This is an optimization exercise on Yosys and OpenROAD, whose aim is small area, a short achievable clock period and few clock cycles per item, not a production implementation. Function was checked by simulation only, so behaviour that the tests miss may differ from the original.

// damped_level_smoother
module damped_level_smoother
#(
    parameter int LEVEL_FRAC_BITS = dls_pkg::DLS_LEVEL_FRAC_BITS
)
(
    input  logic                  clk,
    input  logic                  rst_n,
    input  logic                  in_valid,
    output logic                  in_stall,
    input  logic                  func,
    input  logic [7:0]            data_value,
    output logic                  out_valid,
    input  logic                  out_stall,
    output logic [7:0]            level_byte,
    output logic [16:0]           level_q16,
    output logic                  busy_res,
    input  logic                  cfg_valid,
    output logic                  cfg_ready,
    input  logic [dls_pkg::CFG_IDX_W-1:0]  cfg_index,
    input  logic [dls_pkg::CFG_DATA_W-1:0] cfg_data
);
For scale: roughly 3,800 cells after synthesis, roughly 62 I/O pins, ~27,000 sq um of cells after synthesis.
clock: 9.0 ns
lec_check: 0
abc_area: 1
cap_margin: 0
core_margin: 2
core_utilization: 40
setup_slack_margin: 2.5
slew_margin: 0
run.sh (not shown) runs the stock make flow with config.mk's settings and CLKGATE_MAP_FILE= SYNTH_SCRIPT=/design/flow/synth_recipe.tcl, a recipe that flattens the netlist after the stock synthesis.
The starting point passed the timing, DRC and antenna checks.
Testbench counts at the start, summed over its fixed seeds: cycles 49,107, items 19,200.
Rerun with:
--- a/flow/config.mk
+++ b/flow/config.mk
@@ -7,7 +7,7 @@
 export LEC_CHECK = 0
 export ABC_AREA = 1
-export CAP_MARGIN = 0
+export CAP_MARGIN = 20
 export CORE_MARGIN = 2
-export CORE_UTILIZATION = 40
+export CORE_UTILIZATION = 30
 export SETUP_SLACK_MARGIN = 2.5
-export SLEW_MARGIN = 0
+export SLEW_MARGIN = 20
What happened: The new run produced a clean layout. Setup slack gains 0.036 ns. Global-route usage is lower by 7.3 points. Register-to-register slack gains 0.04 ns. Count of clock-buffer cells in the layout is lower by 1. Non-clock buffer count is higher by 4. Sequential share of layout area is lower by 0.10 points. Worst hold slack gains 0.0058 ns.
Rerun with:
--- a/flow/config.mk
+++ b/flow/config.mk
@@ -6,8 +6,6 @@
 export NUM_CORES = 4
 export LEC_CHECK = 0
-export ABC_AREA = 1
 export CAP_MARGIN = 20
 export CORE_MARGIN = 2
-export CORE_UTILIZATION = 30
-export SETUP_SLACK_MARGIN = 2.5
+export CORE_UTILIZATION = 40
 export SLEW_MARGIN = 20
After rerunning: The new run completed with no timing, DRC or antenna violations; wire length is lower by roughly a tenth; global-route usage rises by 5.9 points; worst hold slack is worse by 0.019 ns; die area fell by a quarter to a third; fmax decreases by about a fifth.
Rerun with:
--- a/flow/config.mk
+++ b/flow/config.mk
@@ -6,6 +6,8 @@
 export NUM_CORES = 4
 export LEC_CHECK = 0
+export ABC_CLOCK_PERIOD_IN_PS = 5000
 export CAP_MARGIN = 20
 export CORE_MARGIN = 2
 export CORE_UTILIZATION = 40
+export SETUP_SLACK_MARGIN = 3.0
 export SLEW_MARGIN = 20
Result: Worst hold slack stays flat. Global-route usage rose by 0.92 points. Register-to-register slack improves by 1.5 ns. Routed wire length rose by about 5.5%. Setup slack improves by 1.5 ns. Clock-buffer cell count rose by 2. Area after synthesis does not change. Cell area rose by about 13%. Cell count rose by about 5.5%.
Rerun with:
--- a/flow/config.mk
+++ b/flow/config.mk
@@ -6,8 +6,8 @@
 export NUM_CORES = 4
 export LEC_CHECK = 0
-export ABC_CLOCK_PERIOD_IN_PS = 5000
+export ABC_AREA = 1
 export CAP_MARGIN = 20
 export CORE_MARGIN = 2
 export CORE_UTILIZATION = 40
-export SETUP_SLACK_MARGIN = 3.0
+export SETUP_SLACK_MARGIN = 2.5
 export SLEW_MARGIN = 20
Effect: The new run ran to the end with no violations. Sequential share of layout area fell by 0.19 points. Global-route usage rose by 0.38 points. Cell area fell by 0.42%. Synthesized cell count rose by about 27%. Area after synthesis rose by 5.1%.

Starting RTL as in the previous note.
clock: 9.0 ns
lec_check: 0
abc_clock_period_in_ps: 4000
cap_margin: 20
core_margin: 2
core_utilization: 40
setup_slack_margin: 4.0
slew_margin: 20
Testbench counts at the start, summed over its fixed seeds: cycles 49,107, items 19,200.
Then changed:
- ABC_AREA: not set -> 1
- ABC_CLOCK_PERIOD_IN_PS: 4000 -> not set
- SETUP_SLACK_MARGIN: 4.0 -> 2.0
After rerunning: Area after synthesis went up by 5.1%. Design area drops by 8.0%.
Then changed:
- ABC_AREA: 1 -> not set
- SETUP_SLACK_MARGIN: 2.0 -> 3.0
Result:
- wire length falls by about 3.3%
- design area came out higher by about 5%
- count of clock-buffer cells in the layout goes down by 1
Then changed:
- ABC_AREA: not set -> 1
- CORE_UTILIZATION: 40 -> 60
- PLACE_DENSITY: not set -> 0.75
Sequential share of layout area went down by 0.86 points.
Setup slack is better by 0.47 ns.
Worst hold slack is better by 0.010 ns.
Global-route usage went up by 16 points.
Maximum frequency went up by a little under a tenth.
Die area went down by a quarter to a third.
Then changed:
- CORE_UTILIZATION: 60 -> 40
- PLACE_DENSITY: 0.75 -> not set
Worst setup slack is better by 0.061 ns.
Wire length hardly moves.
Register-to-register slack is better by 0.06 ns.
Synthesized cell count does not change.
Sequential cell count does not change.
Critical path depth goes up by 3.

damped_level_smoother, a different RTL version from the one above (not shown whole).
For scale: ~130 flip-flops, about 62 I/O pins, roughly 27000 sq um of cells after synthesis.
Settings: LEC_CHECK=0, ABC_CLOCK_PERIOD_IN_PS=6000, CAP_MARGIN=20, CORE_MARGIN=2, CORE_UTILIZATION=40, SETUP_SLACK_MARGIN=2.0, SLEW_MARGIN=20; clock period 9.0 ns.
Testbench counts at the start, summed over its fixed seeds: cycles 49,107, items 19,200.
==> next run, changes <==
- ABC_CLOCK_PERIOD_IN_PS: 6000 -> not set
- SETUP_SLACK_MARGIN: 2.0 -> not set
Result: The changed run completed with no timing, DRC or antenna violations. Flip-flop and latch count does not change. Core utilization goes down by 2.6 points. Global-route usage drops by 1.2 points. Die area is unchanged. Sequential share of layout area rose by 0.57 points. Wire length decreases by 7.2%. Design area falls by 5.7%.

Setup of job 7895:
Another version of the RTL of damped_level_smoother (not shown whole).
Size: roughly 62 I/O pins, about 26000 sq um of cells after synthesis.
## damped_level_smoother
module damped_level_smoother
#(
    parameter int LEVEL_FRAC_BITS = dls_pkg::DLS_LEVEL_FRAC_BITS
)
(
    input  logic                  clk,
    input  logic                  rst_n,
    input  logic                  in_valid,
    output logic                  in_stall,
    input  logic                  func,
    input  logic [7:0]            data_value,
    output logic                  out_valid,
    input  logic                  out_stall,
    output logic [7:0]            level_byte,
    output logic [16:0]           level_q16,
    output logic                  busy_res,
    input  logic                  cfg_valid,
    output logic                  cfg_ready,
    input  logic [dls_pkg::CFG_IDX_W-1:0]  cfg_index,
    input  logic [dls_pkg::CFG_DATA_W-1:0] cfg_data
);
    localparam int LVL_W = LEVEL_FRAC_BITS + 1;
    localparam int SW    = LVL_W + 1;
    localparam int SNAP  = LEVEL_FRAC_BITS - 12;
    localparam logic [2:0] S_IDLE = 3'd0;
    localparam logic [2:0] S_FIX  = 3'd1;   
    localparam logic [2:0] S_M1   = 3'd2;   
    localparam logic [2:0] S_M2   = 3'd3;   
    localparam logic [2:0] S_M3   = 3'd4;   
    localparam logic [2:0] S_WB   = 3'd5;   
    dls_pkg::dls_cfg_t cfg;
    logic [2:0]       state_reg, state_next;
    logic [LVL_W-1:0] level_reg, level_next;
    logic [7:0]       last_target_reg;
    logic             up_reg;
    logic             to_target_reg;
    logic             busy_reg, busy_next;
    logic [SW-1:0]    d_reg, d_next;
    logic             out_valid_reg, out_valid_next;
    logic             out_free;
    logic             give;
  ...
make LEC_CHECK=0 ABC_AREA=1 CAP_MARGIN=20 CORE_MARGIN=2 CORE_UTILIZATION=40 SETUP_SLACK_MARGIN=3.0 SLEW_MARGIN=20 finish   # period 9.0 ns
Job 7895: done, clean on timing, DRC and antenna
Testbench counts of job 7895, summed over its fixed seeds: cycles 49,107, items 19,200.
Modified inputs, job 1856 compared to job 7895
- changing SETUP_SLACK_MARGIN from 3.0 to 2.0
==> results.txt <==
Job 1856 closes out successfully: all stages finished, all timing, DRC and antenna checks passed.
Fraction of area in multi-input gates was higher in job 1856 than in job 7895.
First-pass GRT wire length of job 1856 falls short of that of job 7895 by a few percent.
After detailed routing, job 7895 needs more wire than job 1856.
Data required time at the worst endpoint, job 1856 and job 7895: smaller value in job 1856
Job 1856 leaves less setup margin than job 7895.
In the final design statistics, job 1856 uses fewer standard cells in total than job 7895.
The inputs of job 3017 differ from those of job 1856 as listed below.
- changing SETUP_SLACK_MARGIN from 2.0 to 2.5
==> comparison <==
Maximum operating frequency: job 3017 higher than job 1856
Of job 3017 and job 1856, job 1856 shows the lower detailed-route vias per instance, with job 3017 above it.
Diff job 1856 -> job 3017 | fraction of the cycle the final worst path needs | decrease of 5.8 points
Changes observed in job 3017 relative to job 1856: clock skew after layout now sits at about the same level; global-route total usage across every layer now sits higher; non-clock buffer count now sits higher.
There was hardly any difference in maximum single-stage delay on the critical path between job 1856 and job 3017.
Register-to-register setup slack on job 3017 is ahead of job 1856.

## static timing again, ports no longer ideal
No port has a modelled driver above. Below, the same layouts with a new extraction and two added sets of constraints.
Step 1, drivers: a clkbuf_16 drives clk and a buf_2 each remaining input, both assumed.
Step 2 adds t to the input delays and takes it off the output delays; t is the mean of the earliest and latest rising clock arrival at the registers after step 1. Input paths then give back, and output paths get back, about the clock's delay inside the block.
Three values: ideal ports, drivers, drivers and shift; two values: the first two.
run | t (ns) | setup WS [ns] | slew at the worst register clock pin (ns) | worst data-port slew with drivers (ns) | cell pins on the clock port's net
the first run of note 1 | 0.502 | 2.629 / 2.629 / 2.629 | 0.07 / 0.07 | 0.04 | 1
the second run of note 1 | 0.506 | 2.665 / 2.665 / 2.665 | 0.07 / 0.07 | 0.04 | 1
the third run of note 1 | 0.506 | 0.846 / 0.846 / 0.846 | 0.08 / 0.08 | 0.05 | 1
the fourth run of note 1 | 0.516 | 2.366 / 2.366 / 2.366 | 0.08 / 0.08 | 0.05 | 1
the fifth run of note 1 | 0.494 | 2.669 / 2.669 / 2.669 | 0.07 / 0.07 | 0.04 | 1
the first run of note 2 | 0.508 | 2.216 / 2.216 / 2.216 | 0.08 / 0.08 | 0.05 | 1
the second run of note 2 | 0.498 | 2.136 / 2.136 / 2.136 | 0.07 / 0.07 | 0.04 | 1
the third run of note 2 | 0.516 | 2.366 / 2.366 / 2.366 | 0.08 / 0.08 | 0.05 | 1
the fourth run of note 2 | 0.498 | 2.841 / 2.841 / 2.841 | 0.07 / 0.07 | 0.05 | 1
the fifth run of note 2 | 0.508 | 2.902 / 2.902 / 2.902 | 0.08 / 0.08 | 0.04 | 1
the first run of note 3 | 0.508 | 2.068 / 2.068 / 1.768 | 0.08 / 0.08 | 0.03 | 1
the second run of note 3 | 0.498 | 0.810 / 0.810 / 0.810 | 0.08 / 0.08 | 0.06 | 1
job 7895 | 0.506 | 2.928 / 2.928 / 2.928 | 0.07 / 0.07 | 0.06 | 1
job 1856 | 0.504 | 2.179 / 2.179 / 2.179 | 0.07 / 0.07 | 0.06 | 1
job 3017 | 0.504 | 2.701 / 2.701 / 2.701 | 0.07 / 0.07 | 0.06 | 1
After both steps every run listed still meets setup and hold. The setup slack of the first run of note 3, which loses most, moves by 0.000 ns with the drivers and by -0.300 ns with both steps.
